From an optimization exercise on the open Yosys and OpenROAD flow, aimed at small area, a short achievable clock period and few clock cycles per item; shortcuts taken in it are not production practice.
RTL that was checked went through simulation tests only; none was proved equivalent to the original.
Only the layout flow was run in runs 1 to 7; the RTL was not checked for function there.
Power figures rest on the tool's default switching activity, not on a simulated workload.

==> config.mk <==
export PLATFORM = sky130hd
export DESIGN_NAME = game_step
export DESIGN_NICKNAME = game_step
export VERILOG_FILES = /design/flow/design.v
export SDC_FILE = /design/flow/constraint.sdc
export NUM_CORES = 4
export LEC_CHECK = 0
export CAP_MARGIN = 20
export CORE_MARGIN = 2
export CORE_UTILIZATION = 40
export SLEW_MARGIN = 20
==> constraint.sdc <==
create_clock -name core_clock -period 25.0 [get_ports {i_clk}]
set_input_delay 5.0000 -clock core_clock [delete_from_list [all_inputs] [get_ports {i_clk}]]
set_output_delay 5.0000 -clock core_clock [all_outputs]
set_load 0.01 [all_outputs]
==> design.v <==
`timescale 1ns/1ns
module step_control (
    input  logic i_clk,
    input  logic i_rstn,
    input  logic i_start,
    input  logic i_lose,
    output logic o_valid,
    output logic o_done
);
    always_ff @(posedge i_clk or negedge i_rstn) begin
        if (!i_rstn) begin
            o_valid <= 1'b0;
            o_done  <= 1'b0;
        end else begin
            o_valid <= i_start;
            o_done  <= o_done | (i_start & i_lose);  
        end
    end
endmodule
`timescale 1ns/1ns
module player_action #(
    parameter int N_BULLETS = 5
) (
    input  logic [2:0]            i_act,
    input  logic [31:0]           i_player,
    input  logic [N_BULLETS-1:0]  i_bullet_active,
    output logic [31:0]           o_player,
    output logic [N_BULLETS-1:0]  o_shot_sel,
    output logic [17:0]           o_shot
);
    localparam int unsigned SCREEN_WIDTH  = 210;
    localparam int unsigned SCREEN_HEIGHT = 160;
    localparam int unsigned PLAYER_SIZE   = 10;
    localparam logic [2:0] ACT_LEFT       = 3'b001;
    localparam logic [2:0] ACT_RIGHT      = 3'b010;
    localparam logic [2:0] ACT_UP         = 3'b100;
    localparam logic [2:0] ACT_DOWN       = 3'b011;
    localparam logic [2:0] ACT_FIRE_LEFT  = 3'b101;
    localparam logic [2:0] ACT_FIRE_RIGHT = 3'b110;
    logic [7:0]           px;
    logic [7:0]           py;
    logic [N_BULLETS-1:0] free_sel;
    logic                 fire;
    logic                 shot_dir;
    assign px = i_player[31:24];
    assign py = i_player[23:16];
    always_comb begin
        o_player = i_player;
        case (i_act)
            ACT_LEFT: begin
                if (px > 8'd0) o_player[31:24] = px - 8'd1;
            end
            ACT_RIGHT: begin
                if (px + PLAYER_SIZE < SCREEN_WIDTH) o_player[31:24] = px + 8'd1;
            end
            ACT_UP: begin
                if (py > 8'd0) o_player[23:16] = py - 8'd1;
            end
            ACT_DOWN: begin
                if (py + PLAYER_SIZE < SCREEN_HEIGHT) o_player[23:16] = py + 8'd1;
            end
            default: o_player = i_player;
        endcase
    end
    always_comb begin
        logic below_busy;
        below_busy = 1'b1;
        for (int b = 0; b < N_BULLETS; b++) begin
            free_sel[b] = below_busy & ~i_bullet_active[b];
            below_busy  = below_busy & i_bullet_active[b];
        end
    end
    assign fire       = (i_act == ACT_FIRE_LEFT) || (i_act == ACT_FIRE_RIGHT);
    assign o_shot_sel = fire ? free_sel : '0;
    assign shot_dir = (i_act == ACT_FIRE_LEFT);
    assign o_shot = {shot_dir ? px - 8'd2 : px + 8'd2, py, shot_dir, 1'b1};
endmodule
`timescale 1ns/1ns
module object_lane (
    input  logic [17:0] i_obj,
    input  logic        i_spawn_sel,
    input  logic [17:0] i_spawn,
    output logic [17:0] o_obj
);
    localparam int unsigned SCREEN_WIDTH = 210;
    logic [7:0] ox;
    assign ox = i_obj[17:10];
    always_comb begin
        o_obj = i_obj;
        if (i_spawn_sel) begin
            o_obj = i_spawn;     
        end else if (i_obj[0]) begin
            if (i_obj[1]) begin
                if (ox == 8'd0) o_obj[0] = 1'b0;
                else o_obj[17:10] = ox - 8'd1;
            end else begin
                if (ox >= SCREEN_WIDTH) o_obj[0] = 1'b0;
                else o_obj[17:10] = ox + 8'd1;
            end
        end
    end
endmodule
`timescale 1ns/1ns
module collision_score #(
    parameter int N_BULLETS = 5,
    parameter int N_ENEMIES = 5,
    parameter int N_DIVERS  = 5
) (
    input  logic                    i_clk,
    input  logic [31:0]             i_player,
    input  logic [18*N_BULLETS-1:0] i_bullets,
    input  logic [18*N_ENEMIES-1:0] i_enemies,
    input  logic [18*N_DIVERS-1:0]  i_divers,
    input  logic [31:0]             i_score,
    output logic [31:0]             o_player,
    output logic [18*N_BULLETS-1:0] o_bullets,
    output logic [18*N_ENEMIES-1:0] o_enemies,
    output logic [18*N_DIVERS-1:0]  o_divers,
    output logic [31:0]             o_score,
    output logic                    o_lose
);
    function automatic win(input logic [7:0] a, input logic [7:0] b,
                           input logic cin, input logic [3:0] lim);
        logic [4:0] lo;
        logic [7:0] p, t;
        lo  = {1'b0, a[3:0]} + {1'b0, ~b[3:0]} + {4'd0, cin};
        p   = ~(a ^ b);
        t   = a | ~b;
        win = lo[3:0] <= lim && lo[4] == p[4] && t[4] == p[5] && t[5] == p[6]
              && t[6] == p[7] && t[7];
    endfunction
    logic [7:0] px, py;
    assign px = i_player[31:24];
    assign py = i_player[23:16];
    logic [N_BULLETS*N_ENEMIES-1:0] match_d;
    logic [N_DIVERS-1:0]            pick_d;
    always_comb begin
        for (int e = 0; e < N_ENEMIES; e++)
            for (int b = 0; b < N_BULLETS; b++)
                match_d[N_BULLETS*e+b] = i_enemies[18*e] && i_bullets[18*b]
                    && win(i_bullets[18*b+10 +: 8], i_enemies[18*e+10 +: 8], 1'b0, 4'd8)
                    && win(i_bullets[18*b+2 +: 8], i_enemies[18*e+2 +: 8], 1'b0, 4'd8);
        for (int d = 0; d < N_DIVERS; d++)
            pick_d[d] = i_divers[18*d]
                && win(i_divers[18*d+10 +: 8], px, 1'b1, 4'd9)
                && win(i_divers[18*d+2 +: 8], py, 1'b1, 4'd9);
    end
    assign o_lose = py >= 8'd10 && i_player[15:6] <= 10'd1 && i_player[5:3] <= 3'd1;
    logic [31:0]                    player_q;
    logic [18*N_BULLETS-1:0]        bullets_q;
    logic [18*N_ENEMIES-1:0]        enemies_q;
    logic [18*N_DIVERS-1:0]         divers_q;
    logic [31:0]                    score_q;
    logic [N_BULLETS*N_ENEMIES-1:0] match_q;
    logic [N_DIVERS-1:0]            pick_q;
    always_ff @(posedge i_clk) begin
        player_q  <= i_player;
        bullets_q <= i_bullets;
        enemies_q <= i_enemies;
        divers_q  <= i_divers;
        score_q   <= i_score;
        match_q   <= match_d;
        pick_q    <= pick_d;
    end
    logic [N_BULLETS-1:0] avail [N_ENEMIES+1];
    logic [N_BULLETS-1:0] cand  [N_ENEMIES];
    logic [N_BULLETS-1:0] take  [N_ENEMIES];
    logic [N_ENEMIES-1:0] hit;
    always_comb begin
        avail[0] = '1;
        for (int e = 0; e < N_ENEMIES; e++) begin
            cand[e]      = match_q[N_BULLETS*e +: N_BULLETS] & avail[e];
            take[e]      = cand[e] & ~(cand[e] - 1'b1);
            hit[e]       = |cand[e];
            avail[e + 1] = avail[e] & ~take[e];
        end
    end
    logic [7:0] qy;
    logic [9:0] qoxy;
    logic [2:0] qlives, qdivc;
    assign qy     = player_q[23:16];
    assign qoxy   = player_q[15:6];
    assign qlives = player_q[5:3];
    assign qdivc  = player_q[2:0];
    logic [2:0] n_pick;
    logic       surface, rescue, starve;
    logic [2:0] divc_picked;
    always_comb begin
        n_pick = '0;
        for (int d = 0; d < N_DIVERS; d++)  n_pick = n_pick + 3'(pick_q[d]);
        divc_picked = qdivc;
        if (qdivc < 3'd6) divc_picked = (4'(qdivc) + 4'(n_pick) >= 4'd6) ? 3'd6 : qdivc + n_pick;
    end
    assign surface = qy < 8'd10;
    assign rescue  = surface && qdivc == 3'd6;
    assign starve  = !surface && qoxy <= 10'd1;
    always_comb begin
        o_player = player_q;
        o_player[2:0] = rescue ? 3'd0 : divc_picked;
        if (surface || starve) o_player[15:6] = 10'd1000;
        else o_player[15:6] = qoxy - 10'd1;
        if (starve) o_player[5:3] = (qlives <= 3'd1) ? 3'd0 : qlives - 3'd1;
    end
    always_comb begin
        o_bullets = bullets_q;
        o_enemies = enemies_q;
        o_divers  = divers_q;
        for (int b = 0; b < N_BULLETS; b++) o_bullets[18*b] = bullets_q[18*b] & avail[N_ENEMIES][b];
        for (int e = 0; e < N_ENEMIES; e++) o_enemies[18*e] = enemies_q[18*e] & ~hit[e];
        for (int d = 0; d < N_DIVERS; d++)  o_divers[18*d]  = divers_q[18*d] & ~pick_q[d];
    end
    logic [N_DIVERS+1:0] q_hot;
    logic [N_ENEMIES:0]  k_hot;
    logic [9:0]          low_q [N_DIVERS+2];
    logic [9:0]          low_p;
    logic [9:0]          low_k [N_ENEMIES+1];
    logic [9:0]          low;
    logic [31:9]         all_ones;
    always_comb begin
        q_hot = (N_DIVERS+2)'(1);
        for (int d = 0; d < N_DIVERS; d++)
            if (pick_q[d]) q_hot = q_hot << 1;
        if (rescue) q_hot = q_hot << 1;
        k_hot = (N_ENEMIES+1)'(1);
        for (int e = 0; e < N_ENEMIES; e++)
            if (hit[e]) k_hot = k_hot << 1;
        low_p = '0;
        for (int q = 0; q <= N_DIVERS + 1; q++) begin
            low_q[q] = {1'b0, score_q[8:0]} + 10'(50 * q);
            low_p    = low_p | (low_q[q] & {10{q_hot[q]}});
        end
        low = '0;
        for (int k = 0; k <= N_ENEMIES; k++) begin
            low_k[k] = low_p + 10'(20 * k);
            low      = low | (low_k[k] & {10{k_hot[k]}});
        end
        all_ones[9] = 1'b1;
        for (int i = 10; i < 32; i++) all_ones[i] = all_ones[i-1] & score_q[i-1];
        o_score[8:0] = low[8:0];
        for (int i = 9; i < 32; i++) o_score[i] = score_q[i] ^ (low[9] & all_ones[i]);
    end
endmodule
`timescale 1ns/1ns
module game_step #(
    parameter int N_BULLETS = 5,
    parameter int N_ENEMIES = 5,
    parameter int N_DIVERS  = 5
) (
    input  logic                    i_clk,
    input  logic                    i_rstn,
    input  logic                    i_start,
    input  logic [2:0]              i_act,
    input  logic [31:0]             i_player,
    input  logic [18*N_BULLETS-1:0] i_bullets,
    input  logic [18*N_ENEMIES-1:0] i_enemies,
    input  logic [18*N_DIVERS-1:0]  i_divers,
    input  logic [31:0]             i_score,
    output logic [31:0]             o_player,
    output logic [18*N_BULLETS-1:0] o_bullets,
    output logic [18*N_ENEMIES-1:0] o_enemies,
    output logic [18*N_DIVERS-1:0]  o_divers,
    output logic [31:0]             o_score,
    output logic                    o_done,
    output logic                    o_valid
);
    logic                    lose;
    logic [31:0]             moved_player;
    logic [N_BULLETS-1:0]    bullet_active;
    logic [N_BULLETS-1:0]    shot_sel;
    logic [17:0]             shot;
    logic [18*N_BULLETS-1:0] moved_bullets;
    logic [18*N_ENEMIES-1:0] moved_enemies;
    logic [18*N_DIVERS-1:0]  moved_divers;
    step_control step_control_i (
        .i_clk   (i_clk),
        .i_rstn  (i_rstn),
        .i_start (i_start),
        .i_lose  (lose),
        .o_valid (o_valid),
        .o_done  (o_done)
    );
    player_action #(.N_BULLETS(N_BULLETS)) player_action_i (
        .i_act           (i_act),
        .i_player        (i_player),
        .i_bullet_active (bullet_active),
        .o_player        (moved_player),
        .o_shot_sel      (shot_sel),
        .o_shot          (shot)
    );
    for (genvar g = 0; g < N_BULLETS; g++) begin : g_bullet
        assign bullet_active[g] = i_bullets[18*g];
        object_lane lane_i (.i_obj(i_bullets[18*g +: 18]), .i_spawn_sel(shot_sel[g]),
            .i_spawn(shot), .o_obj(moved_bullets[18*g +: 18]));
    end
    for (genvar g = 0; g < N_ENEMIES; g++) begin : g_enemy
        object_lane lane_i (.i_obj(i_enemies[18*g +: 18]), .i_spawn_sel(1'b0),
            .i_spawn(18'd0), .o_obj(moved_enemies[18*g +: 18]));
    end
    for (genvar g = 0; g < N_DIVERS; g++) begin : g_diver
        object_lane lane_i (.i_obj(i_divers[18*g +: 18]), .i_spawn_sel(1'b0),
            .i_spawn(18'd0), .o_obj(moved_divers[18*g +: 18]));
    end
    collision_score #(
        .N_BULLETS (N_BULLETS),
        .N_ENEMIES (N_ENEMIES),
        .N_DIVERS  (N_DIVERS)
    ) collision_score_i (
        .i_clk     (i_clk),
        .i_player  (moved_player),
        .i_bullets (moved_bullets),
        .i_enemies (moved_enemies),
        .i_divers  (moved_divers),
        .i_score   (i_score),
        .o_player  (o_player),
        .o_bullets (o_bullets),
        .o_enemies (o_enemies),
        .o_divers  (o_divers),
        .o_score   (o_score),
        .o_lose    (lose)
    );
endmodule
==> flow/run.sh <==
#!/bin/bash
# Layout flow: the standard ORFS flow (standard.sh, with the standard flow's synthesis
# script) with these changes:
#  - synthesis leaves adders to ABC (no half/full adder extraction), so ABC
#    can restructure the arithmetic; registers are untouched
#  - every port still gets its own buffer, a plain buf_2 instead of the
#    default delay-cell buffer
set -euo pipefail
MARGIN=$(cat flow/margin.txt 2>/dev/null || echo 0)
bash standard.sh ADDER_MAP_FILE= synth > flow_synth.log 2>&1
bash standard.sh ADDER_MAP_FILE= "BUFFER_PORTS_ARGS=-buffer_cell sky130_fd_sc_hd__buf_2" \
    SETUP_SLACK_MARGIN=$MARGIN finish > flow_finish.log 2>&1
test -f out/final.def
==> flow/margin.txt <==
15
==> standard.sh <==
#!/bin/bash
# synth_recipe.tcl (not shown) runs the flow's synth.tcl, then flattens the netlist and writes it again
# the make line also repeats each setting of config.mk as NAME=value (left out here)
make -C /OpenROAD-flow-scripts/flow DESIGN_CONFIG=/design/flow/config.mk WORK_HOME=/design/flow/orfs CLKGATE_MAP_FILE= SYNTH_SCRIPT=/design/flow/synth_recipe.tcl "${@:-finish}"
==> reports/metrics.csv, run 1 <==
metric,value,unit
status,"complete, no violations",
# placed instances,5823,
Clk pwr share,35.5,%
FP Rows,104,
fraction of layout cells with a size suffix above 1,20.73,%
top-level I/O count,676,
Flop pwr share,31.8,%
vias in the first global route,31209,
Slew HR,27.49,%
Ys Warns,9,
PwrDens,55.03,nW/um^2
crit path kind,reg -> out,
Comb power frac,32.7,%
"CTS clk-pin slew, worst paths",60,ps
worst reg2reg startpoint,step_control_i.o_done,
fin nets,5164,
post-synthesis sequential area ratio,22.67,%
CTS tree,done,
Detailed Routing Iterations Pass 1,9,
clk_skew,0,ps
synth unique cells,106,
detailed placer's ending HPWL,114.1,mm
CTS H-tree depth,2,
Fin Hold WS,476.2,ps
port bufs,675,
clk latency of the worst-skew pair,610,ps
Startpoint Class,register,
WL final,144.5,mm
worst hold stages,1,
Hold Path Origin,step_control_i.o_done,
leakage,0.01480,uW
Syn-to-layout area delta,13.22,%
Longest Clk Path Bufs,3,
Sink Count,366,
Async SR Flop Fraction,0.5464,%
worst hold path endpoint,step_control_i.o_done,
Initial Utilization,40.30,%
final hold vios,0,
Sw Ratio,36.82,%
synthesized area,32360,sq um
Syn Nets,4886,
Tmin final,9693,ps
fin cells,5942,
WL per Instance,24.32,um
Reg2Reg Depth,1,
CP arrival,4690,ps
Post-Syn Area per Cell,7.118,sq um
initial antenna violation count,27,
worst min path class,reg -> reg,
final worst path period share,38.77,%
Die W,288.4,um
Cells after Synth,4546,
Total GRT Usage,32.90,%
Worst Path Max Fanout,20,
"reg-to-reg slack, setup",24310,ps
Iter 0 DRT Violations,3740,
global-route wire length before repair,206.2,mm
max cap viols,0,
ys flop type,dfxtp_1,
Internal,1274,uW
number of flops mapped to enable cells by yosys,0,
setup TNS,0,ps
Worst VDD drop,0.05352,mV
Setup-failing EPs final,0,
Worst R2R End,step_control_i.o_done,
antenna-violating nets left,0,
CP Capture Type,output port,
cell taking the most area after synthesis,dfxtp_1,
Residual DRC,0,
clk root buf,clkbuf_16,
die span in y,288.4,um
core area,80290,sq um
Slew Limit Fails,0,
sw power,742.3,uW
# fillers,8246,
area share of the largest cell type after synthesis,22.52,%
CTS buffer count,46,
pin count of the biggest net entering global routing,31,
unrepaired setup endpoints after global routing,yes,
synth cell count leaders,"nand2_1 (413), nor2_1 (413), dfxtp_1 (364)",
die area,83190,sq um
"top cells by area, synth","dfxtp_1 (23%), xnor2_1 (8.8%), buf_4 (6.4%), o21ai_0 (5.5%), a21oi_1 (5.4%)",
Highest Clock Rate,0.1032,GHz
vias per inst,5.925,
Synth Register Bits,366,
Crit path required time,20000,ps
vias,35205,
total grt overflow,0,
Tot Pwr,2016,uW
Least-Margin Pin Slew,1076,ps
gpl congestion,0.9780,
==> critical path, cell delays in order (launching register included) <==
cell and delay, ps:
dfxtp_4 410, or4b_4 600, a21bo_1 230, a22o_1 270
o21a_1 150, a311oi_4 340, mux2i_2 340, o22ai_1 130
a21oi_2 350, a32o_1 260, nand4b_1 180, a21oi_1 170
buf_4 240, nand4_1 140, xnor2_1 140, buf_2 140
==> power groups by stage <==
stage          combinational, uW  clock [uW]  sequential, uW
2_1_floorplan                444           0             643
4_1_cts                      644         730             641
3_5_place_dp                 640           0             654
6_report                     659         716             642
3_3_place_gp                 637           0             654
5_1_grt                      707         752             644
==> placed cells by master, fill, tap and decap left out, drive strengths merged, types with 44 or more instances in the layout <==
master | netlist | layout
nor4 | 55 | 55
nand2 | 414 | 414
nand3 | 157 | 157
nor3 | 141 | 141
o211ai | 61 | 61
or3 | 48 | 48
mux2i | 79 | 79
nand4 | 44 | 44
a31oi | 74 | 74
o21ai | 374 | 374
nor2 | 413 | 413
xor2 | 93 | 93
xnor2 | 325 | 325
buf | 315 | 781
inv | 176 | 180
dfxtp | 364 | 364
a21oi | 353 | 353
clkbuf | 236 | 63
o22ai | 45 | 45
maj3 | 73 | 73
a211oi | 45 | 45
==> metal layers <==
metal	GRT usage (%)	vias up	wire length [um]
met5	0	-	54
met1	40.62	16467	56830
met4	16.30	10	7682
li1	-	16589	-
met3	5.916	314	12980
met2	54.97	1825	66990
==> layout make-up <==
class                      instances  area, sq um  area share (%)
clock buffer                      63         1336           3.647
tap                             1060         1326           3.620
inverter                         195        732.0           1.998
antenna                           20        50.05          0.1366
timing repair buffer             781         4178           11.40
multi-input combinational       3434        21370           58.34
sequential                       366         7348           20.06
clock inverter                    23        292.8          0.7992
==> state kept, by name, indices dropped and copies added (netlist names) <==
| signal | count |
|---|---|
| collision_score_i.bullets_q | 90 |
| collision_score_i.divers_q | 90 |
| collision_score_i.enemies_q | 90 |
| collision_score_i.match_q | 25 |
| collision_score_i.pick_q | 5 |
| collision_score_i.player_q | 32 |
| collision_score_i.score_q | 32 |
| step_control_i.o_done | 1 |
| step_control_i.o_valid | 1 |
==> worst max-delay path by stage <==
| stage | from | end | slack (ps) | depth (start not counted) |
|---|---|---|---|---|
| after floorplan | collision_score_i.match_q[0] | o_score[16] | 16180 | 15 |
| after global placement | i_act[1] | collision_score_i.match_q[23] | 14980 | 14 |
| after detailed placement | i_act[0] | collision_score_i.match_q[23] | 14770 | 14 |
| after CTS | collision_score_i.player_q[23] | o_score[20] | 15010 | 14 |
| after global routing | collision_score_i.match_q[7] | o_score[16] | 14950 | 16 |
| final | collision_score_i.match_q[0] | o_score[20] | 15310 | 15 |
==> cell families after synthesis <==
family                   Yosys count  synth area share [%]
multiplexers                      92                 3.004
AND/OR/NAND/NOR                 1545                 23.03
XOR/XNOR                         419                 11.43
buffers and inverters            746                 11.94
adder cells (fa/ha/maj)           73                 2.270
AO/OA/AOI/OAI                   1305                 25.65
flip-flops                       366                 22.67
==> timing repair <==
item                                    4_1_cts  5_1_grt
setup buffers                                 5        8
pin swaps                                     3        5
hold buffers                                  0        0
endpoints found under the setup margin       28       30
resized for setup                             6       29
==> metrics by stage <==
stage / util (%) / worst slack, ps / cell area [sq um]
after floorplan: - / 16180 / 32360
after global placement: 43.22 / 14980 / 34700
after detailed placement: 43.23 / 14770 / 34710
after CTS: 45.34 / 15010 / 36400
after global routing: 45.61 / 14950 / 36620
final: 45.63 / 15310 / 36640
==> run 2: changes to the inputs <==
==> flow/margin.txt (replaced) <==
16
==> reports/metrics.csv, run 2 <==
metric,value,unit
post-synthesis sequential area ratio,22.67,%
max cap viols,0,
Tmin final,9622,ps
top-level I/O count,676,
pin count of the biggest net entering global routing,31,
fraction of layout cells with a size suffix above 1,22.31,%
total grt overflow,0,
Fin Hold WS,476.0,ps
Longest Clk Path Bufs,3,
Slew HR,29.99,%
final hold vios,0,
clk_skew,0,ps
Worst VDD drop,0.05321,mV
status,"complete, no violations",
vias in the first global route,31525,
global-route wire length before repair,207.9,mm
Syn Nets,4886,
Crit path required time,20000,ps
final worst path period share,38.49,%
crit path kind,reg -> out,
Async SR Flop Fraction,0.5464,%
leakage,0.01503,uW
vias,35433,
gpl congestion,0.9780,
Sink Count,366,
cell taking the most area after synthesis,dfxtp_1,
sw power,744.8,uW
"commonest non-fill, non-tap cells in the layout","buf_2 (676), nand2_1 (410), nor2_1 (406)",
Detailed Routing Iterations Pass 1,6,
"top cells by area, synth","dfxtp_1 (23%), xnor2_1 (8.8%), buf_4 (6.4%), o21ai_0 (5.5%), a21oi_1 (5.4%)",
WL final,145.6,mm
worst min path class,reg -> reg,
Sw Ratio,36.86,%
PwrDens,54.21,nW/um^2
# placed instances,5823,
WL per Instance,24.38,um
Setup-failing EPs final,0,
area share of the largest cell type after synthesis,22.52,%
Post-Syn Area per Cell,7.118,sq um
"most common cell after layout, fill and taps aside",buf_2,
die area,83190,sq um
Die W,288.4,um
clk latency of the worst-skew pair,610,ps
Highest Clock Rate,0.1039,GHz
Hold Path Origin,step_control_i.o_done,
Worst R2R End,step_control_i.o_done,
worst reg2reg startpoint,step_control_i.o_done,
core area,80290,sq um
Reg2Reg Depth,1,
vias per inst,5.933,
# hold bufs at CTS,0,
CTS buffer count,46,
clk root buf,clkbuf_16,
Initial Utilization,40.30,%
synth unique cells,106,
antenna-violating nets left,0,
initial antenna violation count,29,
fin nets,5197,
Slew Limit Fails,0,
FP Rows,104,
Clk pwr share,35.4,%
Worst Path Max Fanout,20,
Iter 0 DRT Violations,3764,
Cells after Synth,4546,
port bufs,675,
worst hold path endpoint,step_control_i.o_done,
biggest regs,"collision_score_i.bullets_q (90), collision_score_i.divers_q (90), collision_score_i.enemies_q (90)",
Total GRT Usage,33.14,%
Flop pwr share,31.7,%
CP Capture Type,output port,
Ys Warns,9,
setup TNS,0,ps
Startpoint Class,register,
"CTS clk-pin slew, worst paths",60,ps
synth cell count leaders,"nand2_1 (413), nor2_1 (413), dfxtp_1 (364)",
Comb power frac,32.8,%
pre-CTS setup slack,14770,ps
fin cells,5972,
detailed placer's ending HPWL,114.1,mm
CTS H-tree depth,2,
Internal,1276,uW
worst hold stages,1,
Syn-to-layout area delta,15.19,%
"reg-to-reg slack, setup",24310,ps
Synth Register Bits,366,
CP arrival,4620,ps
die span in y,288.4,um
ys flop type,dfxtp_1,
number of flops mapped to enable cells by yosys,0,
synthesized area,32360,sq um
final setup margin,15380,ps
unrepaired setup endpoints after global routing,yes,
CTS tree,done,
Residual DRC,0,
Least-Margin Pin Slew,1021,ps
==> run 2: cell counts after synthesis <==
Identical to the previous run, type by type.
==> run 2: worst max-delay path, stage by stage (launching register included) <==
cell       delay (ps)
dfxtp_4           380
or4b_4            570
a21bo_1           230
a22o_1            250
o21a_1            150
a311oi_4          400
mux2i_4           380
o22ai_2           160
o2111ai_2         260
a32o_1            200
nand4b_1          220
a21oi_2           200
buf_6             200
nand4_1           130
xnor2_1           140
buf_2             140
==> run 2: area by class of cell <==
type / instances / area (sq um)
sequential: 366 / 7355
antenna: 17 / 42.54
multi-input combinational: 3435 / 21740
clock inverter: 23 / 292.8
clock buffer: 63 / 1336
timing repair buffer: 813 / 4446
tap: 1060 / 1326
fill: 8214 / 43010
inverter: 195 / 734.5
==> run 2: per-stage QoR <==
step           power [uW]  utilization (%)  cell area (sq um)
3_5_place_dp         1294            43.23              34710
5_1_grt              2107            46.41              37260
6_report             2021            46.43              37270
4_1_cts              2017            45.95              36890
3_3_place_gp         1291            43.22              34700
2_1_floorplan        1087                -              32360
==> run 2: power by group through the flow <==
stage,sequential (uW),clock (uW),combinational [uW]
after floorplan,643,0,444
after global placement,654,0,637
after detailed placement,654,0,640
after CTS,641,730,646
after global routing,644,751,712
final,642,715,664
==> run 2: worst max-delay path by stage <==
stage / start / to / slack, ps / cells after the start
6_report: collision_score_i.match_q[0] / o_score[20] / 15380 / 15
5_1_grt: collision_score_i.match_q[0] / o_score[16] / 15170 / 17
4_1_cts: collision_score_i.pick_q[2] / o_score[20] / 15460 / 15
3_5_place_dp: i_act[0] / collision_score_i.match_q[23] / 14770 / 14
3_3_place_gp: i_act[1] / collision_score_i.match_q[23] / 14980 / 14
2_1_floorplan: collision_score_i.match_q[0] / o_score[16] / 16180 / 15
==> run 2: logic make-up after synthesis <==
logic type / share of synthesized area [%]
AND/OR/NAND/NOR: 23.03
AO/OA/AOI/OAI: 25.65
buffers and inverters: 11.94
XOR/XNOR: 11.43
flip-flops: 22.67
multiplexers: 3.004
adder cells (fa/ha/maj): 2.270
==> run 2: what timing repair did <==
| action | in CTS | in global routing |
|---|---|---|
| pin swaps | 22 | 18 |
| gates cloned | 2 | 0 |
| endpoints found under the setup margin | 40 | 44 |
| resized for setup | 68 | 56 |
| setup buffers | 36 | 8 |
==> run 2: routing by layer <==
layer	wire length (um)	global-route usage, %
met4	8441	17.56
met1	57660	40.73
met5	102	0
met3	12660	6.248
met2	66750	54.84
==> run 3: changes to the inputs <==
==> flow/run.sh (replaced) <==
#!/bin/bash
# Layout flow: the standard ORFS flow (standard.sh, with the standard flow's synthesis
# script) with these changes:
#  - synthesis leaves adders to ABC (no half/full adder extraction), and ABC
#    maps for area (flow/abc_area_map.script in place of ORFS's
#    abc_speed.script, in a copy of ORFS's scripts folder used for synthesis
#    only); registers are untouched
#  - every port still gets its own buffer, a plain buf_2 instead of the
#    default delay-cell buffer
set -euo pipefail
MARGIN=$(cat flow/margin.txt 2>/dev/null || echo 0)
rm -rf synth_scripts
cp -r "$FLOW_HOME/scripts" synth_scripts
cp flow/abc_area_map.script synth_scripts/abc_speed.script
bash standard.sh ADDER_MAP_FILE= SCRIPTS_DIR="$PWD/synth_scripts" synth > flow_synth.log 2>&1
bash standard.sh ADDER_MAP_FILE= "BUFFER_PORTS_ARGS=-buffer_cell sky130_fd_sc_hd__buf_2" \
    SETUP_SLACK_MARGIN=$MARGIN finish > flow_finish.log 2>&1
test -f out/final.def
==> flow/abc_area_map.script (new file) <==
strash
dch -f
map -a
topo
==> flow/margin.txt (replaced) <==
15
==> reports/metrics.csv, run 3 <==
metric,value,unit
Crit path required time,20000,ps
global-route wire length before repair,203.6,mm
Longest Clk Path Bufs,3,
Slew HR,24.70,%
mux contribution to synthesized area,0.09544,%
Iter 0 DRT Violations,3563,
ys flop type,dfxtp_1,
Startpoint Class,register,
vias per inst,5.328,
CP Capture Type,output port,
biggest regs,"collision_score_i.bullets_q (90), collision_score_i.divers_q (90), collision_score_i.enemies_q (90)",
synth unique cells,47,
pin count of the biggest net entering global routing,26,
fin nets,6251,
Worst Path Max Fanout,8,
synthesized area,31460,sq um
CP startpoint,collision_score_i.player_q[20],
post-synthesis simple-gate area fraction,32.35,%
Cells after Synth,5372,
vias in the first global route,33026,
"most common cell after layout, fill and taps aside",nor2_1,
Least-Margin Pin Slew,1130,ps
top-level I/O count,676,
area share of the largest cell type after synthesis,23.16,%
clk root buf,clkbuf_16,
Async SR Flop Fraction,0.5464,%
WL per Instance,20.00,um
unrepaired setup endpoints after global routing,yes,
Synth Area in Adders,0.06363,%
post-synthesis sequential area ratio,23.32,%
met1 Track Usage GR,41.39,%
Syn Nets,5712,
Highest Clock Rate,0.1037,GHz
CTS buffer count,44,
Reg2Reg Depth,1,
Worst R2R End,step_control_i.o_done,
worst reg2reg startpoint,step_control_i.o_done,
pre-CTS setup slack,14290,ps
CTS H-tree depth,2,
"commonest non-fill, non-tap cells in the layout","nor2_1 (1193), nand2_1 (930), clkinv_1 (822)",
clk latency of the worst-skew pair,610,ps
total grt overflow,0,
post-synthesis compound-gate area fraction,19.90,%
Detailed Routing Iterations Pass 1,6,
crit path kind,reg -> out,
Tmin final,9644,ps
Ys Warns,9,
cell taking the most area after synthesis,dfxtp_1,
die span in y,284.5,um
synth cell count leaders,"nor2_1 (1205), nand2_1 (933), clkinv_1 (834)",
status,"complete, no violations",
final hold vios,0,
grt met2 use,53.80,%
fraction of layout cells with a size suffix above 1,15.46,%
CTS tree,done,
core area,77720,sq um
largest family of logic cells by synthesized area,simple AND/OR/NAND/NOR gates,
gpl congestion,1.027,
setup TNS,0,ps
Setup-failing EPs final,0,
"top cells by area, synth","dfxtp_1 (23%), nor2_1 (14%), nand2_1 (11%), clkinv_1 (9.9%), o21ai_0 (6.7%)",
Post-Syn Area per Cell,5.857,sq um
Sink Count,366,
final worst path period share,38.58,%
"CTS clk-pin slew, worst paths",70,ps
CP arrival,4640,ps
antenna-violating nets left,0,
WL final,140.4,mm
"reg-to-reg slack, setup",24350,ps
met3 usage,7.560,%
xor-xnor portion of the synthesized cell area,7.850,%
detailed placer's ending HPWL,116.6,mm
Total GRT Usage,32.97,%
Synth Register Bits,366,
initial antenna violation count,53,
vias,37389,
Syn-to-layout area delta,16.11,%
Initial Utilization,40.48,%
worst min path class,reg -> reg,
clk_skew,0,ps
Slew Limit Fails,0,
leakage,0.01573,uW
FP Rows,102,
GR peak layer,met2,
leading cell type by number of instances after synthesis,nor2_1,
CP endpoint,o_score[13],
Die W,284.5,um
max cap viols,0,
PwrDens,55.63,nW/um^2
final setup margin,15360,ps
port bufs,675,
die area,80920,sq um
number of flops mapped to enable cells by yosys,0,
# hold bufs at CTS,0,
Worst VDD drop,0.05557,mV
Residual DRC,0,
## run 3: changes by cell type after synthesis, sizes merged, moves of 41 or more
cell	delta
maj3	-71
or3	-47
o21ai	+48
buf	-43
xnor2	-216
xor2	+80
clkinv	+815
nor2	+792
clkbuf	-236
inv	-176
mux2i	-76
nand2	+519
and3	-41
## run 3: report_power, final
part / total (uW) / switching [uW] / internal [uW]
Combinational: 720 / 492 / 228
Clock: 673 / 291 / 381
Sequential: 639 / 15.5 / 624
Total: 2030 / 799 / 1230
## run 3: final cells by class
cell class / count / area (sq um)
multi-input combinational: 3900 / 19120
tap: 1040 / 1301
sequential: 366 / 7340
clock inverter: 28 / 289.0
antenna: 31 / 77.57
inverter: 834 / 3147
clock buffer: 53 / 1205
timing repair buffer: 765 / 4058
fill: 8441 / 41190
## run 3: kinds of logic (layout without fill, tap and decap cells)
family                     count (synthesis)  count (layout)
AOI/OAI and AO/OA                       1079            1079
xor gates and xnor gates                 282             282
adders and majority gates                  2               2
buffers and inverters                   1106            1680
DFF                                      366             366
muxes                                      3               3
other                                      0              31
and+or+nand+nor                         2534            2534
## run 3: what timing repair did
| action | 4_1_cts | 5_1_grt |
|---|---|---|
| setup buffers | 3 | 6 |
| pin swaps | 1 | 9 |
| gates cloned | 0 | 0 |
| endpoints found under the setup margin | 26 | 28 |
| resized for setup | 9 | 48 |
## run 3: worst min-delay path by stage
| stage | start | end | cells after the start |
|---|---|---|---|
| 2_1_floorplan | step_control_i.o_done | step_control_i.o_done | 1 |
| 3_3_place_gp | step_control_i.o_done | step_control_i.o_done | 1 |
| 3_5_place_dp | step_control_i.o_done | step_control_i.o_done | 1 |
| 4_1_cts | step_control_i.o_done | step_control_i.o_done | 1 |
| 5_1_grt | step_control_i.o_done | step_control_i.o_done | 1 |
| 6_report | step_control_i.o_done | step_control_i.o_done | 1 |
## run 3: critical path, stage by stage (launching register included)
cell and delay [ps]:
dfxtp_1 320, nor4_2 260, nand2_1 160, nor3_4 330
inv_4 100, or2_2 330, nand2_4 100, inv_2 60
a22oi_1 140, o221ai_1 130, nor2_1 200, inv_2 80
nor2_1 270, nand2_1 150, nand2_1 140, nor2_1 70
o21ai_0 190, nand4_1 170, nor2_4 200, buf_6 140
nor2_1 60, nand2_1 70, clkinv_1 70, nor2_1 100
nor2_1 40, buf_2 140
## run 3: per-stage QoR
| stage | utilization, % | total power, uW | cells | area (sq um) | hold WS (ps) |
|---|---|---|---|---|---|
| after CTS | 46.70 | 2028 | 6980 | 36300 | 477.2 |
| after floorplan | - | 1109 | 5372 | 31470 | 513.4 |
| after global routing | 46.96 | 2130 | 7003 | 36500 | 491.5 |
| after global placement | 44.72 | 1348 | 6896 | 34760 | 461.8 |
| after detailed placement | 44.72 | 1350 | 6896 | 34760 | 460.0 |
| final | 47.00 | 2032 | 7017 | 36530 | 481.1 |
## run 3: metal layers
| layer | vias up | part of all wire (%) |
|---|---|---|
| li1 | 18434 | - |
| met1 | 16767 | 40 |
| met2 | 1819 | 45 |
| met3 | 337 | 9.9 |
| met4 | 32 | 4.8 |
| met5 | - | 0.16 |
==> run 4: changes to the inputs <==
==> flow/margin.txt (replaced) <==
12
==> reports/metrics.csv, run 4 <==
metric,value,unit
clk latency of the worst-skew pair,610,ps
CTS H-tree depth,2,
post-synthesis simple-gate area fraction,32.35,%
CTS tree,done,
Post-Syn Area per Cell,5.857,sq um
Slew HR,19.77,%
crit path kind,reg -> out,
Total GRT Usage,32.97,%
post-CTS setup buffers,0,
leading cell type by number of instances after synthesis,nor2_1,
Tmin final,11300,ps
slowest CP cell,nor3_1,
most frequent CP cell,clkinv_1,
synth unique cells,47,
# hold bufs at CTS,0,
"reg-to-reg slack, setup",24350,ps
Crit path required time,20000,ps
vias per inst,5.310,
clk root buf,clkbuf_16,
fin nets,6250,
# placed instances,6902,
CP Capture Type,output port,
Detailed Routing Iterations Pass 1,6,
die area,80920,sq um
setup TNS,0,ps
initial antenna violation count,49,
total grt overflow,0,
area share of the largest cell type after synthesis,23.16,%
synthesized area,31460,sq um
Internal,1282,uW
Setup-failing EPs final,0,
Final Cell Area,36490,sq um
"CTS clk-pin slew, worst paths",60,ps
Startpoint Class,register,
gpl congestion,1.025,
Worst VDD drop,0.05380,mV
vias in the first global route,33220,
post-synthesis sequential area ratio,23.32,%
CP endpoint,o_score[31],
pin count of the biggest net entering global routing,25,
post-synthesis compound-gate area fraction,19.90,%
delay of the slowest critical-path stage,620,ps
Comb power frac,34.5,%
Synth Register Bits,366,
"top cells by area, synth","dfxtp_1 (23%), nor2_1 (14%), nand2_1 (11%), clkinv_1 (9.9%), o21ai_0 (6.7%)",
fraction of layout cells with a size suffix above 1,14.73,%
port bufs,675,
largest family of logic cells by synthesized area,simple AND/OR/NAND/NOR gates,
die span in y,284.5,um
Worst Path Max Fanout,12,
synth cell count leaders,"nor2_1 (1205), nand2_1 (933), clkinv_1 (834)",
worst reg2reg startpoint,step_control_i.o_done,
final hold vios,0,
CP startpoint,collision_score_i.player_q[2],
Die W,284.5,um
Synth Area in Adders,0.06363,%
xor-xnor portion of the synthesized cell area,7.850,%
unrepaired setup endpoints after global routing,no,
Syn-to-layout area delta,15.97,%
post-cts resize count,0,
Clk pwr share,34.8,%
Initial Utilization,40.48,%
WL per Instance,19.93,um
PwrDens,57.06,nW/um^2
DP Area,34790,sq um
CTS buffer count,46,
core area,77720,sq um
"commonest non-fill, non-tap cells in the layout","nor2_1 (1204), nand2_1 (933), clkinv_1 (834)",
Syn Nets,5712,
ys flop type,dfxtp_1,
status,"complete, no violations",
Longest Clk Path Bufs,3,
final setup margin,13700,ps
cell taking the most area after synthesis,dfxtp_1,
Flop pwr share,30.7,%
clk_skew,0,ps
Cells after Synth,5372,
pre-CTS setup slack,14280,ps
max cap viols,0,
final worst path period share,45.21,%
Highest Clock Rate,0.08848,GHz
WL final,139.7,mm
Iter 0 DRT Violations,3496,
antenna-violating nets left,0,
Reg2Reg Depth,1,
top-level I/O count,676,
Sink Count,366,
Worst R2R End,step_control_i.o_done,
worst min path class,reg -> reg,
# fillers,8543,
Residual DRC,0,
detailed placer's ending HPWL,116.1,mm
"most common cell after layout, fill and taps aside",nor2_1,
sw power,800.5,uW
Slew Limit Fails,0,
Ys Warns,9,
leakage,0.01571,uW
vias,37217,
Sw Ratio,38.45,%
mux contribution to synthesized area,0.09544,%
Async SR Flop Fraction,0.5464,%
fin cells,7009,
Least-Margin Pin Slew,1200,ps
biggest regs,"collision_score_i.bullets_q (90), collision_score_i.divers_q (90), collision_score_i.enemies_q (90)",
FP Rows,102,
global-route wire length before repair,204.5,mm
number of flops mapped to enable cells by yosys,0,
CP arrival,6300,ps
==> run 4: cell types whose count changed in the layout (fill, tap and decap cells not counted), sizes merged <==
cell and change:
clkinvlp -3, clkbuf +7, inv -15, clkinv +11
bufinv +3, buf -3, diode -8
==> run 4: how the worst min path moves through the flow <==
stage / to / startpoint / cells after the start
2_1_floorplan: step_control_i.o_done / step_control_i.o_done / 1
3_3_place_gp: step_control_i.o_done / step_control_i.o_done / 1
3_5_place_dp: step_control_i.o_done / step_control_i.o_done / 1
4_1_cts: step_control_i.o_done / step_control_i.o_done / 1
5_1_grt: step_control_i.o_done / step_control_i.o_done / 1
6_report: step_control_i.o_done / step_control_i.o_done / 1
==> run 4: power groups by stage <==
| stage | clock, uW | combinational [uW] | sequential, uW |
|---|---|---|---|
| 4_1_cts | 739 | 701 | 640 |
| 6_report | 725 | 718 | 640 |
| 5_1_grt | 762 | 778 | 642 |
| 3_3_place_gp | 0 | 697 | 652 |
| 2_1_floorplan | 0 | 463 | 647 |
| 3_5_place_dp | 0 | 698 | 652 |
==> run 4: critical path: cells and delay by family (launching register included) <==
kind	cells	cell delay, ps
AO/OA/AOI/OAI	3	440
buffers and inverters	11	1760
XOR/XNOR	1	130
AND/OR/NAND/NOR	15	3000
flip-flops	1	350
==> run 4: stage by stage <==
| step | hold WS (ps) | util (%) | power (uW) |
|---|---|---|---|
| global route | 509.5 | 46.92 | 2183 |
| global placement | 454.3 | 44.76 | 1349 |
| detailed placement | 456.4 | 44.76 | 1349 |
| finish | 473.4 | 46.95 | 2082 |
| floorplan | 513.4 | - | 1109 |
| CTS | 472.7 | 46.87 | 2080 |
==> run 4: kinds of logic (layout without fill, tap and decap cells) <==
kind of cell    count (synthesis)  count (layout)
simple gates                 2534            2534
fa+ha+maj                       2               2
other cells                     0              23
xor+xnor                      282             282
mux                             3               3
buf+inv                      1106            1680
flops                         366             366
compound gates               1079            1079
==> run 4: final cells by class <==
type                            instances  area (sq um)  share of cell area (%)
Inverter                              834          3131                   8.579
Clock buffer                           60          1285                   3.522
Multi-Input combinational cell       3900         18990                   52.05
Tap cell                             1040          1301                   3.566
Clock inverter                         24         354.1                  0.9704
Antenna cell                           23         57.56                  0.1577
Sequential cell                       366          7337                   20.11
Timing Repair Buffer                  762          4031                   11.05
==> run 4: layer usage <==
metal	GRT usage (%)	vias to the layer above	wire (um)
met3	6.910	303	13530
met5	0	-	175
met2	53.65	1767	63070
met4	12.63	26	5503
li1	-	18454	-
met1	42.62	16667	57370
==> run 5: changes to the inputs <==
==> flow/margin.txt (replaced) <==
16
==> reports/metrics.csv, run 5 <==
metric,value,unit
Slew HR,19.96,%
worst min path class,reg -> reg,
total grt overflow,0,
synth unique cells,47,
"most common cell after layout, fill and taps aside",nor2_1,
delay of the slowest critical-path stage,390,ps
unrepaired setup endpoints after global routing,yes,
detailed placer's ending HPWL,118.1,mm
post-synthesis sequential area ratio,23.32,%
Tmin final,9343,ps
CTS H-tree depth,2,
Syn-to-layout area delta,19.33,%
mux contribution to synthesized area,0.09544,%
Highest Clock Rate,0.1070,GHz
synth cell count leaders,"nor2_1 (1205), nand2_1 (933), clkinv_1 (834)",
# fillers,8422,
Async SR Flop Fraction,0.5464,%
core area,77720,sq um
top-level I/O count,676,
vias per inst,5.381,
CP arrival,4340,ps
fraction of layout cells with a size suffix above 1,18.12,%
Total GRT Usage,33.78,%
Cells after Synth,5372,
die span in y,284.5,um
# hold bufs at CTS,0,
Initial Utilization,40.48,%
gpl congestion,1.046,
final hold vios,0,
Worst Path Max Fanout,7,
pre-CTS setup slack,14530,ps
clk_skew,0,ps
fin nets,6306,
Synth Area in Adders,0.06363,%
Residual DRC,0,
most frequent CP cell,clkinv_1,
Iter 0 DRT Violations,3829,
Startpoint Class,register,
post-synthesis simple-gate area fraction,32.35,%
CP Capture Type,output port,
Longest Clk Path Bufs,3,
clk latency of the worst-skew pair,630,ps
final setup margin,15660,ps
global-route wire length before repair,208.9,mm
post-synthesis compound-gate area fraction,19.90,%
Post-Syn Area per Cell,5.857,sq um
leakage,0.01619,uW
Slew Limit Fails,0,
Worst VDD drop,0.06009,mV
die area,80920,sq um
Synth Register Bits,366,
final worst path period share,37.37,%
biggest regs,"collision_score_i.bullets_q (90), collision_score_i.divers_q (90), collision_score_i.enemies_q (90)",
Sink Count,366,
vias in the first global route,33788,
Least-Margin Pin Slew,1188,ps
setup TNS,0,ps
Reg2Reg Depth,1,
vias,37982,
synthesized area,31460,sq um
xor-xnor portion of the synthesized cell area,7.850,%
FP Rows,102,
crit path kind,reg -> out,
Crit path required time,20000,ps
"top cells by area, synth","dfxtp_1 (23%), nor2_1 (14%), nand2_1 (11%), clkinv_1 (9.9%), o21ai_0 (6.7%)",
CTS buffer count,44,
PwrDens,55.29,nW/um^2
slowest CP cell,dfxtp_2,
area share of the largest cell type after synthesis,23.16,%
largest family of logic cells by synthesized area,simple AND/OR/NAND/NOR gates,
CTS tree,done,
Setup-failing EPs final,0,
worst hold stages,1,
"commonest non-fill, non-tap cells in the layout","nor2_1 (1170), nand2_1 (912), clkinv_1 (795)",
Die W,284.5,um
leading cell type by number of instances after synthesis,nor2_1,
"CTS clk-pin slew, worst paths",60,ps
port bufs,675,
Syn Nets,5712,
WL per Instance,20.40,um
clk root buf,clkbuf_16,
cell taking the most area after synthesis,dfxtp_1,
status,"complete, no violations",
number of flops mapped to enable cells by yosys,0,
antenna-violating nets left,0,
final core occ,48.31,%
Detailed Routing Iterations Pass 1,8,
Ys Warns,9,
pin count of the biggest net entering global routing,27,
max cap viols,0,
Fin Hold WS,490.1,ps
ys flop type,dfxtp_1,
initial antenna violation count,42,
WL final,144.0,mm
## run 5: cell counts after synthesis
No cell type changed its count.
## run 5: report_power, final
group / switching [uW] / internal (uW) / leakage (uW)
clock network: 300 / 396 / 0.000759
registers: 16.6 / 624 / 0.00309
logic: 505 / 236 / 0.0123
## run 5: final timing paths
kind | start | end | slack [ps]
min reg2reg | step_control_i.o_done | step_control_i.o_done | 490
max | collision_score_i.match_q[0] | o_score[31] | 15660
min in group asynchronous | i_rstn | step_control_i.o_done | 4140
max reg2reg | step_control_i.o_done | step_control_i.o_done | 24330
max in group asynchronous | i_rstn | step_control_i.o_done | 20770
min | step_control_i.o_done | step_control_i.o_done | 490
## run 5: final cells by class
type,instances,area [sq um],area share (%)
diodes,19,47.55,0.1266
clock buffers,56,1226,3.266
clock inverters,24,320.3,0.8531
inverters,834,3192,8.501
multi-input cells,3900,19640,52.29
flip-flops and latches,366,7353,19.58
well taps,1040,1301,3.466
repair buffers,819,4467,11.90
repair inverters,1,5.005,0.01333
## run 5: cells by family after synthesis
family	Yosys count
compound gates	1079
flops	366
simple gates	2534
mux	3
xor+xnor	282
buf+inv	1106
fa+ha+maj	2
## run 5: timing repair
item | in CTS | in global routing
setup buffers | 42 | 24
resized for setup | 123 | 118
endpoints found under the setup margin | 47 | 53
pin swaps | 32 | 47
gates cloned | 0 | 1
## run 5: stage by stage
step,area [sq um],cells,power (uW)
after floorplan,31520,5372,1110
after global placement,34760,6893,1353
after detailed placement,34760,6893,1354
after CTS,36960,7015,2061
after global routing,37520,7048,2173
final,37550,7059,2076
## run 5: routing by layer
layer	part of all wire, %	GRT usage, %	up-vias
li1	-	-	18499
met1	40	42.29	17276
met2	45	55.13	1783
met3	9.9	7.873	392
met4	5.1	14.97	32
met5	0.15	0	-
## run 5: critical path: cells and delay by family, from the launching register on
kind	cells	cell delay (ps)
xor gates and xnor gates	1	150
DFF	1	390
AOI/OAI and AO/OA	5	670
buffers and inverters	8	920
and+or+nand+nor	12	1610
==> run 6: changes to the inputs <==
==> flow/margin.txt (replaced) <==
17
==> reports/metrics.csv, run 6 <==
metric,value,unit
Detailed Routing Iterations Pass 1,8,
core area,77720,sq um
CTS tree,done,
Post-Syn Area per Cell,5.857,sq um
Syn-to-layout area delta,31.61,%
unrepaired setup endpoints after global routing,yes,
met3 wire len,15.16,mm
clk_skew,0,ps
Sink Count,366,
Hold Path Origin,step_control_i.o_done,
Die W,284.5,um
Worst Path Max Fanout,4,
# fillers,8095,
clk root buf,clkbuf_16,
Tmin final,9477,ps
"reg-to-reg slack, setup",24360,ps
Slew Limit Fails,0,
leading cell type by number of instances after synthesis,nor2_1,
fraction of layout cells with a size suffix above 1,28.43,%
most frequent CP cell,buf_4,
Reg2Reg Depth,1,
Crit path required time,20000,ps
cell taking the most area after synthesis,dfxtp_1,
met1 WL,60.41,mm
WL per Instance,20.96,um
FP Rows,102,
global-route wire length before repair,212.3,mm
fin nets,6433,
Setup-failing EPs final,0,
port bufs,675,
Final Cell Area,41410,sq um
die span in y,284.5,um
Total GRT Usage,34.28,%
CP arrival,4480,ps
Iter 0 DRT Violations,3653,
gpl congestion,1.025,
Worst R2R End,step_control_i.o_done,
worst min path class,reg -> reg,
Least-Margin Pin Slew,1014,ps
Fin Hold WS,475.0,ps
DP Area,35180,sq um
synthesized area,31460,sq um
"most common cell after layout, fill and taps aside",nor2_1,
synth unique cells,47,
Synth Area in Adders,0.06363,%
Top Layer Used,met5,
Initial Utilization,40.48,%
Slew HR,32.40,%
Synth Register Bits,366,
Syn Nets,5712,
max cap viols,0,
vias,39303,
Async SR Flop Fraction,0.5464,%
Startpoint Class,register,
Worst VDD drop,0.05121,mV
post-synthesis sequential area ratio,23.32,%
met2 WL,66.91,mm
xor-xnor portion of the synthesized cell area,7.850,%
total grt overflow,0,
clk latency of the worst-skew pair,630,ps
post-synthesis compound-gate area fraction,19.90,%
"commonest non-fill, non-tap cells in the layout","nor2_1 (1018), nand2_1 (878), clkinv_1 (670)",
top-level I/O count,676,
largest family of logic cells by synthesized area,simple AND/OR/NAND/NOR gates,
status,"complete, no violations",
synth cell count leaders,"nor2_1 (1205), nand2_1 (933), clkinv_1 (834)",
delay of the slowest critical-path stage,370,ps
leakage,0.01749,uW
mux contribution to synthesized area,0.09544,%
Ys Warns,9,
worst hold path endpoint,step_control_i.o_done,
number of flops mapped to enable cells by yosys,0,
biggest regs,"collision_score_i.bullets_q (90), collision_score_i.divers_q (90), collision_score_i.enemies_q (90)",
Residual DRC,0,
CTS H-tree depth,2,
worst hold stages,1,
"top cells by area, synth","dfxtp_1 (23%), nor2_1 (14%), nand2_1 (11%), clkinv_1 (9.9%), o21ai_0 (6.7%)",
CP Capture Type,output port,
crit path kind,reg -> out,
WL final,150.5,mm
setup TNS,0,ps
final worst path period share,37.91,%
antenna-violating nets left,0,
PwrDens,53.17,nW/um^2
final core occ,53.28,%
detailed placer's ending HPWL,117.0,mm
final hold vios,0,
pin count of the biggest net entering global routing,27,
ys flop type,dfxtp_1,
Longest Clk Path Bufs,3,
Highest Clock Rate,0.1055,GHz
# hold bufs at CTS,0,
Cells after Synth,5372,
die area,80920,sq um
area share of the largest cell type after synthesis,23.16,%
slowest CP cell,dfxtp_4,
post-synthesis simple-gate area fraction,32.35,%
vias in the first global route,34655,
initial antenna violation count,24,
worst reg2reg startpoint,step_control_i.o_done,
vias per inst,5.473,
CTS buffer count,47,
"CTS clk-pin slew, worst paths",60,ps
## run 6: cell counts after synthesis
Identical to the previous run, type by type.
## run 6: metal layers
metal / global-route usage [%] / vias to the layer above
met5: 0 / -
met4: 14.74 / 16
met3: 6.661 / 413
met2: 55.09 / 2041
met1: 44.59 / 18060
li1: - / 18773
## run 6: cell type report
type | instances | area, sq um | area share, %
Multi-Input combinational cell | 3900 | 21780 | 52.58
Clock inverter | 31 | 355.3 | 0.8581
Antenna cell | 10 | 25.02 | 0.06043
Tap cell | 1040 | 1301 | 3.142
Timing Repair Buffer | 944 | 5797 | 14.00
Clock buffer | 56 | 1290 | 3.115
Inverter | 834 | 3513 | 8.484
Sequential cell | 366 | 7353 | 17.76
## run 6: worst max path at each step
| stage | from | endpoint | cells after the start |
|---|---|---|---|
| after floorplan | collision_score_i.player_q[20] | o_score[31] | 28 |
| after global placement | i_act[0] | collision_score_i.match_q[13] | 19 |
| final | collision_score_i.pick_q[0] | o_score[3] | 28 |
| after CTS | collision_score_i.pick_q[2] | o_score[3] | 29 |
| after global routing | collision_score_i.player_q[23] | o_score[16] | 26 |
| after detailed placement | i_act[0] | collision_score_i.match_q[13] | 19 |
## run 6: power breakdown
group	internal, uW	switching (uW)
Clock	417	315
Combinational	283	546
Sequential	624	17.8
Total	1320	879
## run 6: logic make-up after synthesis
kind of cell,Yosys count
buffers and inverters,1106
AOI/OAI and AO/OA,1079
adders and majority gates,2
DFF,366
and+or+nand+nor,2534
muxes,3
xor gates and xnor gates,282
## run 6: timing repair
item	CTS	global route
setup buffers	83	126
gates resized for setup	320	549
pin swaps	48	138
gates cloned	1	4
setup endpoints to repair	64	63
## run 6: metrics by stage
stage | instances | worst slack (ps) | power (uW)
global placement | 6867 | 15110 | 1351
finish | 7181 | 15520 | 2202
detailed placement | 6870 | 15100 | 1352
floorplan | 5372 | 16370 | 1120
CTS | 7041 | 15600 | 2118
global route | 7178 | 15270 | 2295
## run 6: worst max-delay path, delay by kind of cell (launching register included)
kind | cells | cell delay [ps]
buffers and inverters | 15 | 1840
DFF | 1 | 370
AOI/OAI and AO/OA | 6 | 850
and+or+nand+nor | 7 | 770
==> run 7: changes to the inputs <==
==> flow/abc_area_map.script (replaced) <==
strash
dch -f
amap
topo
==> flow/margin.txt (replaced) <==
15.5
==> reports/metrics.csv, run 7 <==
metric,value,unit
# placed instances,5979,
Initial Utilization,40.44,%
leading cell type by number of instances after synthesis,nor2_1,
Slew HR,20.25,%
GR peak layer,met2,
pin count of the biggest net entering global routing,21,
Crit path required time,20000,ps
Post-Syn Area per Cell,6.358,sq um
core area,71490,sq um
final hold vios,0,
clk_skew,0,ps
die span in y,272.8,um
Syn-to-layout area delta,22.87,%
status,"complete, no violations",
worst min path class,reg -> reg,
Slew Limit Fails,0,
CTS buffer count,46,
"CTS clk-pin slew, worst paths",60,ps
buffers and inverters on the worst path,1,
clk root buf,clkbuf_16,
synth cell count leaders,"nor2_1 (960), clkinv_1 (509), a21oi_1 (470)",
fin nets,5484,
WL final,136.3,mm
Worst Path Max Fanout,4,
Longest Clk Path Bufs,3,
final worst path period share,39.18,%
unrepaired setup endpoints after global routing,yes,
vias in the first global route,30425,
Highest Clock Rate,0.1021,GHz
leakage,0.01407,uW
CTS tree,done,
met1 Track Usage GR,46.42,%
"most common cell after layout, fill and taps aside",nor2_1,
cell taking the most area after synthesis,dfxtp_1,
CTS H-tree depth,2,
Worst path top cell family by delay,simple AND/OR/NAND/NOR gates,
post-synthesis sequential area ratio,25.38,%
setup TNS,0,ps
Synth Register Bits,366,
area share of the largest cell type after synthesis,25.21,%
FP Rows,98,
total grt overflow,0,
Startpoint Class,register,
Cells after Synth,4547,
slowest CP cell,or3_4,
top-level I/O count,676,
ys flop type,dfxtp_1,
"commonest non-fill, non-tap cells in the layout","nor2_1 (917), buf_2 (675), clkinv_1 (480)",
number of flops mapped to enable cells by yosys,0,
Detailed Routing Iterations Pass 1,7,
fraction of layout cells with a size suffix above 1,21.26,%
Setup-failing EPs final,0,
antenna-violating nets left,0,
Die W,272.8,um
fin cells,6143,
WL per Instance,22.19,um
Least-Margin Pin Slew,1192,ps
gpl congestion,1.011,
detailed placer's ending HPWL,108.3,mm
crit path kind,reg -> out,
Ys Warns,9,
clk latency of the worst-skew pair,610,ps
synthesized area,28910,sq um
Total GRT Usage,34.59,%
Fin Hold WS,490.5,ps
met3 usage,7.214,%
final core occ,49.69,%
Syn Nets,4887,
Async SR Flop Fraction,0.5464,%
Worst VDD drop,0.04881,mV
"top cells by area, synth","dfxtp_1 (25%), nor2_1 (12%), a21oi_1 (8.1%), o21ai_0 (7.1%), buf_4 (7.0%)",
vias,35625,
# fillers,7350,
"Cell Chain, Critical Path",nand4_1 > nand2b_4 > nand3b_1 > or3_4 > or3_4 > or3_4 > or3_4 > or3_4 > or2_4 > or3_4 > nor3_4 > and2_4 > nor2_4 > a21oi_2 > buf_2,
# hold bufs at CTS,0,
vias per inst,5.799,
max cap viols,0,
Sink Count,366,
CP Capture Type,output port,
Iter 0 DRT Violations,3537,
Residual DRC,0,
most frequent CP cell,or3_4,
PwrDens,58.34,nW/um^2
synth unique cells,58,
die area,74440,sq um
Tmin final,9795,ps
grt met2 use,54.03,%
initial antenna violation count,23,
delay of the slowest critical-path stage,420,ps
port bufs,675,
global-route wire length before repair,195.4,mm
CP arrival,4790,ps
biggest regs,"collision_score_i.bullets_q (90), collision_score_i.divers_q (90), collision_score_i.enemies_q (90)",
-- run 7: logic make-up after synthesis --
logic type | count (synthesis) | synth area share (%)
xor gates and xnor gates | 2 | 0.06061
and+or+nand+nor | 1699 | 24.09
buffers and inverters | 781 | 13.66
AOI/OAI and AO/OA | 1699 | 36.81
DFF | 366 | 25.38
-- run 7: area by class of cell --
| cell class | count | area, sq um | area share, % |
|---|---|---|---|
| clock inverters | 25 | 419.2 | 1.180 |
| clock buffers | 58 | 1256 | 3.537 |
| repair buffers | 820 | 4512 | 12.70 |
| multi-input cells | 3401 | 18780 | 52.88 |
| diodes | 14 | 35.03 | 0.09863 |
| flip-flops and latches | 366 | 7353 | 20.70 |
| inverters | 509 | 1973 | 5.555 |
| well taps | 950 | 1189 | 3.346 |
-- run 7: metrics by stage --
| step | setup WS (ps) | area, sq um | power [uW] |
|---|---|---|---|
| CTS | 15290 | 34760 | 2054 |
| finish | 15210 | 35520 | 2072 |
| floorplan | 15550 | 28960 | 1069 |
| global placement | 14360 | 32170 | 1289 |
| global route | 14970 | 35500 | 2165 |
| detailed placement | 14310 | 32170 | 1290 |
-- run 7: final timing paths --
kind	startpoint	to	slack [ps]	cells past startpoint
setup / recovery	collision_score_i.score_q[10]	o_score[31]	15210	15
hold / removal	step_control_i.o_done	step_control_i.o_done	490	1
setup reg to reg	step_control_i.o_done	step_control_i.o_done	24300	1
hold reg to reg	step_control_i.o_done	step_control_i.o_done	490	1
max in group asynchronous	i_rstn	step_control_i.o_valid	20720	1
min in group asynchronous	i_rstn	step_control_i.o_done	4170	1
-- run 7: repair_timing --
| item | 4_1_cts | 5_1_grt |
|---|---|---|
| gates resized for setup | 164 | 129 |
| setup endpoints to repair | 49 | 51 |
| gates cloned | 1 | 0 |
| setup buffers | 39 | 24 |
| pin swaps | 26 | 47 |
-- run 7: routing by layer --
layer  share of wire (%)  up-vias
met5               0.059        -
met4                 4.6       12
met3                 9.9      300
met2                  44     1751
met1                  42    16134
li1                    -    17428
-- run 7: report_power, final --
part           internal (uW)  switching (uW)  leakage [uW]  total (uW)
Sequential               624            17.1       0.00309         641
Clock                    461             294      0.000825         756
Combinational            219             457        0.0102         676
Total                   1300             768        0.0141        2070
==> run 8: changes to the inputs <==
--- a/design.v
+++ b/design.v
@@ -145,7 +145,22 @@
                 && win(i_divers[18*d+10 +: 8], px, 1'b1, 4'd9)
                 && win(i_divers[18*d+2 +: 8], py, 1'b1, 4'd9);
     end
-    assign o_lose = py >= 8'd10 && i_player[15:6] <= 10'd1 && i_player[5:3] <= 3'd1;
+    logic [9:0] poxy;
+    logic [2:0] plives;
+    logic       surface, starve, rescue_d;
+    logic [31:0] player_d;
+    assign poxy     = i_player[15:6];
+    assign plives   = i_player[5:3];
+    assign surface  = py < 8'd10;
+    assign starve   = !surface && poxy <= 10'd1;
+    assign rescue_d = surface && i_player[2:0] == 3'd6;
+    assign o_lose   = starve && plives <= 3'd1;
+    always_comb begin
+        player_d = i_player;
+        if (surface || starve) player_d[15:6] = 10'd1000;
+        else player_d[15:6] = poxy - 10'd1;
+        if (starve) player_d[5:3] = (plives <= 3'd1) ? 3'd0 : plives - 3'd1;
+    end
     logic [31:0]                    player_q;
     logic [18*N_BULLETS-1:0]        bullets_q;
     logic [18*N_ENEMIES-1:0]        enemies_q;
@@ -153,8 +168,10 @@
     logic [31:0]                    score_q;
     logic [N_BULLETS*N_ENEMIES-1:0] match_q;
     logic [N_DIVERS-1:0]            pick_q;
+    logic                           rescue;
     always_ff @(posedge i_clk) begin
-        player_q  <= i_player;
+        player_q  <= player_d;
+        rescue    <= rescue_d;
         bullets_q <= i_bullets;
         enemies_q <= i_enemies;
         divers_q  <= i_divers;
@@ -175,15 +192,9 @@
             avail[e + 1] = avail[e] & ~take[e];
         end
     end
-    logic [7:0] qy;
-    logic [9:0] qoxy;
-    logic [2:0] qlives, qdivc;
-    assign qy     = player_q[23:16];
-    assign qoxy   = player_q[15:6];
-    assign qlives = player_q[5:3];
-    assign qdivc  = player_q[2:0];
+    logic [2:0] qdivc;
+    assign qdivc = player_q[2:0];
     logic [2:0] n_pick;
-    logic       surface, rescue, starve;
     logic [2:0] divc_picked;
     always_comb begin
         n_pick = '0;
@@ -191,15 +202,9 @@
         divc_picked = qdivc;
         if (qdivc < 3'd6) divc_picked = (4'(qdivc) + 4'(n_pick) >= 4'd6) ? 3'd6 : qdivc + n_pick;
     end
-    assign surface = qy < 8'd10;
-    assign rescue  = surface && qdivc == 3'd6;
-    assign starve  = !surface && qoxy <= 10'd1;
     always_comb begin
         o_player = player_q;
         o_player[2:0] = rescue ? 3'd0 : divc_picked;
-        if (surface || starve) o_player[15:6] = 10'd1000;
-        else o_player[15:6] = qoxy - 10'd1;
-        if (starve) o_player[5:3] = (qlives <= 3'd1) ? 3'd0 : qlives - 3'd1;
     end
     always_comb begin
         o_bullets = bullets_q;
@@ -218,9 +223,9 @@
     logic [31:9]         all_ones;
     always_comb begin
         q_hot = (N_DIVERS+2)'(1);
+        if (rescue) q_hot = q_hot << 1;
         for (int d = 0; d < N_DIVERS; d++)
             if (pick_q[d]) q_hot = q_hot << 1;
-        if (rescue) q_hot = q_hot << 1;
         k_hot = (N_ENEMIES+1)'(1);
         for (int e = 0; e < N_ENEMIES; e++)
             if (hit[e]) k_hot = k_hot << 1;
==> flow/abc_area_map.script (replaced) <==
strash
dch -f
map -a
topo
==> flow/margin.txt (replaced) <==
15
==> reports/metrics.csv, run 8 <==
metric,value,unit
PwrDens,56.48,nW/um^2
FP Rows,102,
sw power,800.7,uW
Syn Nets,5649,
core area,77590,sq um
clk_skew,0,ps
Initial Utilization,40.54,%
synthesized area,31460,sq um
port bufs,675,
detailed placer's ending HPWL,120.5,mm
clk root buf,clkbuf_16,
Slew Limit Fails,0,
CP Capture Type,output port,
Ys Warns,9,
initial antenna violation count,39,
Iter 0 DRT Violations,3455,
unrepaired setup endpoints after global routing,yes,
leakage,0.01580,uW
leading cell type by number of instances after synthesis,nor2_1,
Flop pwr share,31.2,%
biggest regs,"collision_score_i.bullets_q (90), collision_score_i.divers_q (90), collision_score_i.enemies_q (90)",
clk latency of the worst-skew pair,610,ps
Tmin final,9639,ps
die area,80900,sq um
Worst Path Max Fanout,12,
max cap viols,0,
final worst path period share,38.56,%
Worst VDD drop,0.05736,mV
worst min path class,reg -> reg,
Setup-failing EPs final,0,
delay of the slowest critical-path stage,400,ps
area share of the largest cell type after synthesis,23.23,%
synth cell count leaders,"nor2_1 (1184), nand2_1 (925), clkinv_1 (784)",
Crit path required time,20000,ps
synth unique cells,51,
total grt overflow,0,
Synth Register Bits,367,
pin count of the biggest net entering global routing,22,
status,"complete, no violations",
crit path kind,reg -> out,
final hold vios,0,
Residual DRC,0,
Longest Clk Path Bufs,3,
Comb power frac,35.0,%
Async SR Flop Fraction,0.5450,%
global-route wire length before repair,208.8,mm
top-level I/O count,676,
Post-Syn Area per Cell,5.925,sq um
"CTS clk-pin slew, worst paths",70,ps
antenna-violating nets left,0,
fin nets,6186,
# placed instances,6825,
setup TNS,0,ps
# hold bufs at CTS,0,
CTS buffer count,46,
fraction of layout cells with a size suffix above 1,16.11,%
slowest CP cell,dfxtp_2,
Startpoint Class,register,
Syn-to-layout area delta,15.99,%
gpl congestion,1.020,
Total GRT Usage,33.99,%
Sw Ratio,38.85,%
CTS tree,done,
Sink Count,367,
WL per Instance,20.83,um
"most common cell after layout, fill and taps aside",nor2_1,
die span in y,284.4,um
post-synthesis sequential area ratio,23.39,%
vias in the first global route,33733,
"commonest non-fill, non-tap cells in the layout","nor2_1 (1174), nand2_1 (924), clkinv_1 (774)",
vias,37497,
## run 8: cell count changes in the layout (fill, tap and decap cells not counted), moves of 37 or more
cell | before | now
xnor2_1 | 2 | 112
clkinv_1 | 480 | 774
nor2_1 | 917 | 1174
o21a_1 | 53 | 6
nor2b_1 | 37 | 0
nand2_1 | 432 | 924
nand3_1 | 23 | 148
a21oi_1 | 456 | 325
a211oi_1 | 87 | 23
xor2_1 | 0 | 181
o32ai_1 | 49 | 1
o22ai_1 | 193 | 35
## run 8: worst max-delay path: cells and delay by family (launching register included)
kind	cells	cell delay, ps
compound gates	7	1300
simple gates	11	1140
buf+inv	8	1060
flops	1	400
xor+xnor	1	130
## run 8: timing repair
action | 4_1_cts | 5_1_grt
setup buffers | 1 | 12
setup endpoints to repair | 25 | 26
pin swaps | 1 | 6
gates resized for setup | 18 | 38
## run 8: final cells by class
cell class	count	area, sq um	area share [%]
diodes	19	47.55	0.1303
clock buffers	59	1260	3.453
clock inverters	27	287.8	0.7887
inverters	784	2949	8.083
multi-input cells	3873	19150	52.49
flip-flops and latches	367	7362	20.18
well taps	1040	1301	3.566
repair buffers	774	4125	11.31
## run 8: path summary, 6_finish.rpt
kind / endpoint / slack, ps / start / cells after the start
worst min-delay path: step_control_i.o_done / 490 / step_control_i.o_done / 1
worst max register to register: step_control_i.o_done / 24290 / step_control_i.o_done / 1
max in group asynchronous: step_control_i.o_valid / 20750 / i_rstn / 1
worst max-delay path: o_score[31] / 15360 / collision_score_i.pick_q[1] / 27
min in group asynchronous: step_control_i.o_done / 4160 / i_rstn / 1
worst min register to register: step_control_i.o_done / 490 / step_control_i.o_done / 1
## run 8: power groups by stage
stage	Clock (uW)	Sequential, uW	Combinational, uW
6_report	697	642	721
5_1_grt	726	645	785
4_1_cts	709	642	705
3_5_place_dp	0	654	701
3_3_place_gp	0	655	701
2_1_floorplan	0	649	467
## run 8: logic make-up after synthesis
group                      share of synthesized area (%)
xor gates and xnor gates                           8.158
DFF                                                23.39
and+or+nand+nor                                    31.97
buffers and inverters                              16.15
AOI/OAI and AO/OA                                  20.31
adders and majority gates                        0.03182
## run 8: stage by stage
stage | utilization (%) | setup slack [ps] | power [uW] | hold slack (ps) | cell area [sq um]
detailed placement | 44.67 | 14780 | 1356 | 466.3 | 34660
finish | 47.02 | 15360 | 2061 | 494.4 | 36490
global placement | 44.67 | 14710 | 1356 | 475.8 | 34660
CTS | 46.71 | 15020 | 2056 | 488.2 | 36250
floorplan | - | 15200 | 1115 | 511.7 | 31460
global route | 47.00 | 14890 | 2156 | 533.5 | 36470
## run 8: layer usage
| layer | wire length [um] | up-vias | part of all wire (%) | GRT usage (%) |
|---|---|---|---|---|
| met1 | 59320 | 17156 | 41 | 43.55 |
| met2 | 65170 | 1699 | 45 | 55.49 |
| met3 | 13460 | 315 | 9.3 | 7.183 |
| met4 | 6416 | 38 | 4.4 | 13.54 |
| li1 | - | 18289 | - | - |
| met5 | 248 | - | 0.17 | 0 |
Testbench counts of run 8, summed over its fixed seeds: cycles 48,000, steps 24,000.
